This is an optimization exercise on Yosys and OpenROAD, whose aim is small area, not a production implementation.
Only simulation tests tie the RTL to the original design; equivalence was not proved.
No activity file was given, so power comes from the tool's default toggle rates.

==> v9 <==
Design video_ctrl, start of the top module:
module video_ctrl (
    input  logic        clk,
    input  logic        reset_n,
    input  vid_pkg::cmd_t        cmd_in,
    input  logic [31:0] addr_data_in,
    output logic        req,
    output logic [31:0] req_addr,
    output logic        hsync,
    output logic        vsync,
    output logic        hblank,
    output logic        vblank,
    output logic [7:0]  red,
    output logic [7:0]  green,
    output logic [7:0]  blue,
    output logic        underrun
);
clock: 5.0 ns
lec_check: 0
cap_margin: 0
core_margin: 2
core_utilization: 60
slew_margin: 0
standard.sh (not shown) runs the stock make flow with config.mk's settings and CLKGATE_MAP_FILE= SYNTH_SCRIPT=/design/flow/synth_recipe.tcl, a recipe that flattens the netlist after the stock synthesis.
==> flow/flow/run.sh <==
#!/bin/bash
# Standard ORFS layout with three changes: an area-oriented ABC mapping script,
# the smallest buffer on the I/O ports, and a clock tree with larger sink
# clusters and no dummy loads.
set -euo pipefail
S=$PWD/scripts_mod
rm -rf "$S"
cp -r "$FLOW_HOME/scripts" "$S"
cp flow/abc.script "$S/abc_speed.script"
bash standard.sh SCRIPTS_DIR="$S" \
  "BUFFER_PORTS_ARGS=-buffer_cell sky130_fd_sc_hd__buf_1" \
  "CTS_ARGS=-sink_clustering_enable -repair_clock_nets -dont_use_dummy_load -buf_list sky130_fd_sc_hd__clkbuf_8 -sink_clustering_size 20 -sink_clustering_max_diameter 50" \
  finish > standard.log 2>&1
==> flow/flow/abc.script <==
strash
ifraig
scorr
dc2
strash
dch -f
map -D 4500
topo
buffer -c
upsize -c
dnsize -c
==> v32 (differences from v9) <==
--- a/flow/design.v
+++ b/flow/design.v
@@ -185,19 +185,18 @@
         end else if (!en) begin
             running <= 1'b0;
         end else if (!running) begin
             running <= above_thresh;
         end
     end
     always_ff @(posedge clk) begin
-        if (!en) begin
+        if (!en || !running) begin
             div_cnt <= '0;
             h_cnt   <= '0;
             v_cnt   <= '0;
-        end else if (!running) begin
         end else if (pix_tick) begin
             div_cnt <= '0;
             if (h_cnt == h_end) begin
                 h_cnt <= '0;
                 if (v_cnt == v_end) begin
                     v_cnt <= '0;  
                 end else begin
@@ -297,14 +296,15 @@
 module pixel_fifo (
     input  logic   clk,
     input  logic   reset_n,
     input  logic   en,
     input  logic   rd_valid,
     input  vid_pkg::pixel_t rd_pixel,
     input  logic   pop,
+    input  logic   show,     
     output vid_pkg::pixel_t head,
     output logic   full,
     output logic   empty,
     output logic   above_thresh,
     output logic   underflow
 );
     localparam int depth = vid_pkg::fifo_thresh;
@@ -350,19 +350,22 @@
     always_ff @(posedge clk) begin
         for (int i = 0; i < depth; i++) begin
             if (wr_en && wr_sel[i]) begin
                 mem[i] <= rd_pixel;
             end
         end
     end
+    logic [11:0] rs;
+    logic [23:0] grp [4];
+    assign rs = rd_sel & {12{show}};
     always_comb begin
-        head = '0;
-        for (int i = 0; i < depth; i++) begin
-            head = head | ({24{rd_sel[i]}} & mem[i]);
+        for (int g = 0; g < 4; g++) begin
+            grp[g] = ({24{rs[3*g]}} & mem[3*g]) | ({24{rs[3*g+1]}} & mem[3*g+1]) | ({24{rs[3*g+2]}} & mem[3*g+2]);
         end
+        head = grp[0] | grp[1] | grp[2] | grp[3];
     end
     assign same         = (wr_j == rd_j);
     assign empty        = same && (wr_wrap == rd_wrap);
     assign full         = same && (wr_wrap != rd_wrap);
     assign above_thresh = full;
     always_ff @(posedge clk or negedge reset_n) begin
         if (!reset_n) begin
@@ -384,47 +387,43 @@
     input  logic       vsync_i,
     input  logic       hblank_i,
     input  logic       vblank_i,
     input  vid_pkg::pixel_t     head,
     input  logic       empty,
     input  logic       underflow,
     output logic       pop,
+    output logic       show,
     output logic       hsync,
     output logic       vsync,
     output logic       hblank,
     output logic       vblank,
     output logic [7:0] red,
     output logic [7:0] green,
     output logic [7:0] blue,
     output logic       underrun
 );
-    assign pop = pix_tick && visible;
+    assign pop  = pix_tick && visible;
+    assign show = visible && !empty;
     always_ff @(posedge clk or negedge reset_n) begin
         if (!reset_n) begin
             hsync  <= 1'b0;
             vsync  <= 1'b0;
             hblank <= 1'b0;
             vblank <= 1'b0;
             red    <= '0;
             green  <= '0;
             blue   <= '0;
         end else if (pix_tick) begin
             hsync  <= hsync_i;
             vsync  <= vsync_i;
             hblank <= hblank_i;
             vblank <= vblank_i;
-            if (visible && !empty) begin
-                red   <= head.red;
-                green <= head.green;
-                blue  <= head.blue;
-            end else begin
-                red   <= '0;  
-                green <= '0;
-                blue  <= '0;
-            end
+            red   <= head.red;
+            green <= head.green;
+            blue  <= head.blue;
         end
     end
     always_ff @(posedge clk or negedge reset_n) begin
         if (!reset_n) begin
             underrun <= 1'b0;
         end else begin
             underrun <= underflow;
@@ -469,14 +468,15 @@
     logic               pix_tick;
     logic               visible;
     logic               hsync_i;
     logic               vsync_i;
     logic               hblank_i;
     logic               vblank_i;
     logic               pop;
+    logic               show;
     bus_decode bus_decode_inst (
         .clk          (clk),
         .reset_n      (reset_n),
         .cmd_in       (cmd_in),
         .addr_data_in (addr_data_in),
         .en           (en),
         .pix_div      (pix_div),
@@ -530,14 +530,15 @@
     pixel_fifo pixel_fifo_inst (
         .clk          (clk),
         .reset_n      (reset_n),
         .en           (en),
         .rd_valid     (rd_valid),
         .rd_pixel     (rd_pixel),
         .pop          (pop),
+        .show         (show),
         .head         (head),
         .full         (),
         .empty        (empty),
         .above_thresh (above_thresh),
         .underflow    (underflow)
     );
     pixel_out pixel_out_inst (
@@ -549,14 +550,15 @@
         .vsync_i   (vsync_i),
         .hblank_i  (hblank_i),
         .vblank_i  (vblank_i),
         .head      (head),
         .empty     (empty),
         .underflow (underflow),
         .pop       (pop),
+        .show      (show),
         .hsync     (hsync),
         .vsync     (vsync),
         .hblank    (hblank),
         .vblank    (vblank),
         .red       (red),
         .green     (green),
         .blue      (blue),
==> flow/flow/run.sh (replaced) <==
#!/bin/bash
# Standard ORFS layout with three changes: an area-oriented ABC mapping script,
# the smallest buffer on the I/O ports, and a clock tree with larger sink
# clusters and no dummy loads.
set -euo pipefail
S=$PWD/scripts_mod
rm -rf "$S"
cp -r "$FLOW_HOME/scripts" "$S"
cp flow/abc.script "$S/abc_speed.script"
bash standard.sh SCRIPTS_DIR="$S" \
  "BUFFER_PORTS_ARGS=-buffer_cell sky130_fd_sc_hd__buf_1" \
  "CTS_ARGS=-sink_clustering_enable -repair_clock_nets -dont_use_dummy_load -buf_list sky130_fd_sc_hd__clkbuf_8 -sink_clustering_size 16 -sink_clustering_max_diameter 100" \
  finish > standard.log 2>&1
==> flow/flow/abc.script (replaced) <==
strash
ifraig
scorr
dc2
strash
dch -f
&get -n
&nf -p -F 8 -A 4 -D 4500
&put
topo
buffer -c
upsize -c
dnsize -c
==> v38 (differences from v9) <==
--- a/flow/design.v
+++ b/flow/design.v
@@ -185,19 +185,18 @@
         end else if (!en) begin
             running <= 1'b0;
         end else if (!running) begin
             running <= above_thresh;
         end
     end
     always_ff @(posedge clk) begin
-        if (!en) begin
+        if (!en || !running) begin
             div_cnt <= '0;
             h_cnt   <= '0;
             v_cnt   <= '0;
-        end else if (!running) begin
         end else if (pix_tick) begin
             div_cnt <= '0;
             if (h_cnt == h_end) begin
                 h_cnt <= '0;
                 if (v_cnt == v_end) begin
                     v_cnt <= '0;  
                 end else begin
@@ -297,14 +296,15 @@
 module pixel_fifo (
     input  logic   clk,
     input  logic   reset_n,
     input  logic   en,
     input  logic   rd_valid,
     input  vid_pkg::pixel_t rd_pixel,
     input  logic   pop,
+    input  logic   show,     
     output vid_pkg::pixel_t head,
     output logic   full,
     output logic   empty,
     output logic   above_thresh,
     output logic   underflow
 );
     localparam int depth = vid_pkg::fifo_thresh;
@@ -350,19 +350,22 @@
     always_ff @(posedge clk) begin
         for (int i = 0; i < depth; i++) begin
             if (wr_en && wr_sel[i]) begin
                 mem[i] <= rd_pixel;
             end
         end
     end
+    logic [11:0] rs;
+    logic [23:0] grp [4];
+    assign rs = rd_sel & {12{show}};
     always_comb begin
-        head = '0;
-        for (int i = 0; i < depth; i++) begin
-            head = head | ({24{rd_sel[i]}} & mem[i]);
+        for (int g = 0; g < 4; g++) begin
+            grp[g] = ({24{rs[3*g]}} & mem[3*g]) | ({24{rs[3*g+1]}} & mem[3*g+1]) | ({24{rs[3*g+2]}} & mem[3*g+2]);
         end
+        head = grp[0] | grp[1] | grp[2] | grp[3];
     end
     assign same         = (wr_j == rd_j);
     assign empty        = same && (wr_wrap == rd_wrap);
     assign full         = same && (wr_wrap != rd_wrap);
     assign above_thresh = full;
     always_ff @(posedge clk or negedge reset_n) begin
         if (!reset_n) begin
@@ -384,47 +387,43 @@
     input  logic       vsync_i,
     input  logic       hblank_i,
     input  logic       vblank_i,
     input  vid_pkg::pixel_t     head,
     input  logic       empty,
     input  logic       underflow,
     output logic       pop,
+    output logic       show,
     output logic       hsync,
     output logic       vsync,
     output logic       hblank,
     output logic       vblank,
     output logic [7:0] red,
     output logic [7:0] green,
     output logic [7:0] blue,
     output logic       underrun
 );
-    assign pop = pix_tick && visible;
+    assign pop  = pix_tick && visible;
+    assign show = visible && !empty;
     always_ff @(posedge clk or negedge reset_n) begin
         if (!reset_n) begin
             hsync  <= 1'b0;
             vsync  <= 1'b0;
             hblank <= 1'b0;
             vblank <= 1'b0;
             red    <= '0;
             green  <= '0;
             blue   <= '0;
         end else if (pix_tick) begin
             hsync  <= hsync_i;
             vsync  <= vsync_i;
             hblank <= hblank_i;
             vblank <= vblank_i;
-            if (visible && !empty) begin
-                red   <= head.red;
-                green <= head.green;
-                blue  <= head.blue;
-            end else begin
-                red   <= '0;  
-                green <= '0;
-                blue  <= '0;
-            end
+            red   <= head.red;
+            green <= head.green;
+            blue  <= head.blue;
         end
     end
     always_ff @(posedge clk or negedge reset_n) begin
         if (!reset_n) begin
             underrun <= 1'b0;
         end else begin
             underrun <= underflow;
@@ -469,14 +468,15 @@
     logic               pix_tick;
     logic               visible;
     logic               hsync_i;
     logic               vsync_i;
     logic               hblank_i;
     logic               vblank_i;
     logic               pop;
+    logic               show;
     bus_decode bus_decode_inst (
         .clk          (clk),
         .reset_n      (reset_n),
         .cmd_in       (cmd_in),
         .addr_data_in (addr_data_in),
         .en           (en),
         .pix_div      (pix_div),
@@ -530,14 +530,15 @@
     pixel_fifo pixel_fifo_inst (
         .clk          (clk),
         .reset_n      (reset_n),
         .en           (en),
         .rd_valid     (rd_valid),
         .rd_pixel     (rd_pixel),
         .pop          (pop),
+        .show         (show),
         .head         (head),
         .full         (),
         .empty        (empty),
         .above_thresh (above_thresh),
         .underflow    (underflow)
     );
     pixel_out pixel_out_inst (
@@ -549,14 +550,15 @@
         .vsync_i   (vsync_i),
         .hblank_i  (hblank_i),
         .vblank_i  (vblank_i),
         .head      (head),
         .empty     (empty),
         .underflow (underflow),
         .pop       (pop),
+        .show      (show),
         .hsync     (hsync),
         .vsync     (vsync),
         .hblank    (hblank),
         .vblank    (vblank),
         .red       (red),
         .green     (green),
         .blue      (blue),
==> flow/flow/run.sh (replaced) <==
#!/bin/bash
# Standard ORFS layout with three changes: an area-oriented ABC mapping script
# the smallest buffer on the I/O ports, and a clock tree with larger sink
# clusters and no dummy loads.
set -euo pipefail
S=$PWD/scripts_mod
rm -rf "$S"
cp -r "$FLOW_HOME/scripts" "$S"
cp flow/abc.script "$S/abc_speed.script"
bash standard.sh SCRIPTS_DIR="$S" \
  "BUFFER_PORTS_ARGS=-buffer_cell sky130_fd_sc_hd__buf_1" \
  "CTS_ARGS=-sink_clustering_enable -repair_clock_nets -dont_use_dummy_load -buf_list sky130_fd_sc_hd__clkbuf_8 -sink_clustering_size 16 -sink_clustering_max_diameter 100" \
  finish > standard.log 2>&1
==> flow/flow/abc.script (replaced) <==
strash
ifraig
scorr
dc2
strash
dch -f
&get -n
&nf -p -F 8 -A 4 -D 4500
&put
topo
==> notes <==
Of v9 and v32, v32 has the higher register-to-register slack (gap 0.09 ns). The lowest combinational power belongs to v9, the highest to v32. v32 finished clean. v38 completed without violations. v9 ran to the end with no violations. First-iteration DRC count: v38 > v9 > v32. Against v38, the clock power of v9 is higher by about 2%. Of v32 and v38, v38 has the higher non-clock buffer count (gap 4). Synthesized cell count, highest first: v9, v32, v38.

[afterwards: timing with drivers on the ports]
The results above use ideal ports. As a check the final layouts listed here were re-extracted and re-timed, cells and wires unchanged.
Step 1 (the two cells are an assumption about what drives the block):
set clk [get_ports {clk}]
set_driving_cell -lib_cell sky130_fd_sc_hd__clkbuf_16 $clk
set_driving_cell -lib_cell sky130_fd_sc_hd__buf_2 [delete_from_list [all_inputs] $clk]
Step 2, shift: input delay + t, output delay - t, t = (earliest + latest rising clock arrival at the registers) / 2. This alone moves slack from input paths to output paths.
Three values: ideal, step 1, step 2; two values: the first two.
run | t (ns) | slack for setup (ns) | cell pins on the clock port's net
v9 | 0.694 | 0.305 / 0.305 / 0.305 | 1
v32 | 0.709 | 0.391 / 0.391 / 0.391 | 1
v38 | 0.707 | 0.375 / 0.375 / 0.375 | 1
After both steps setup and hold are still met in every run listed.
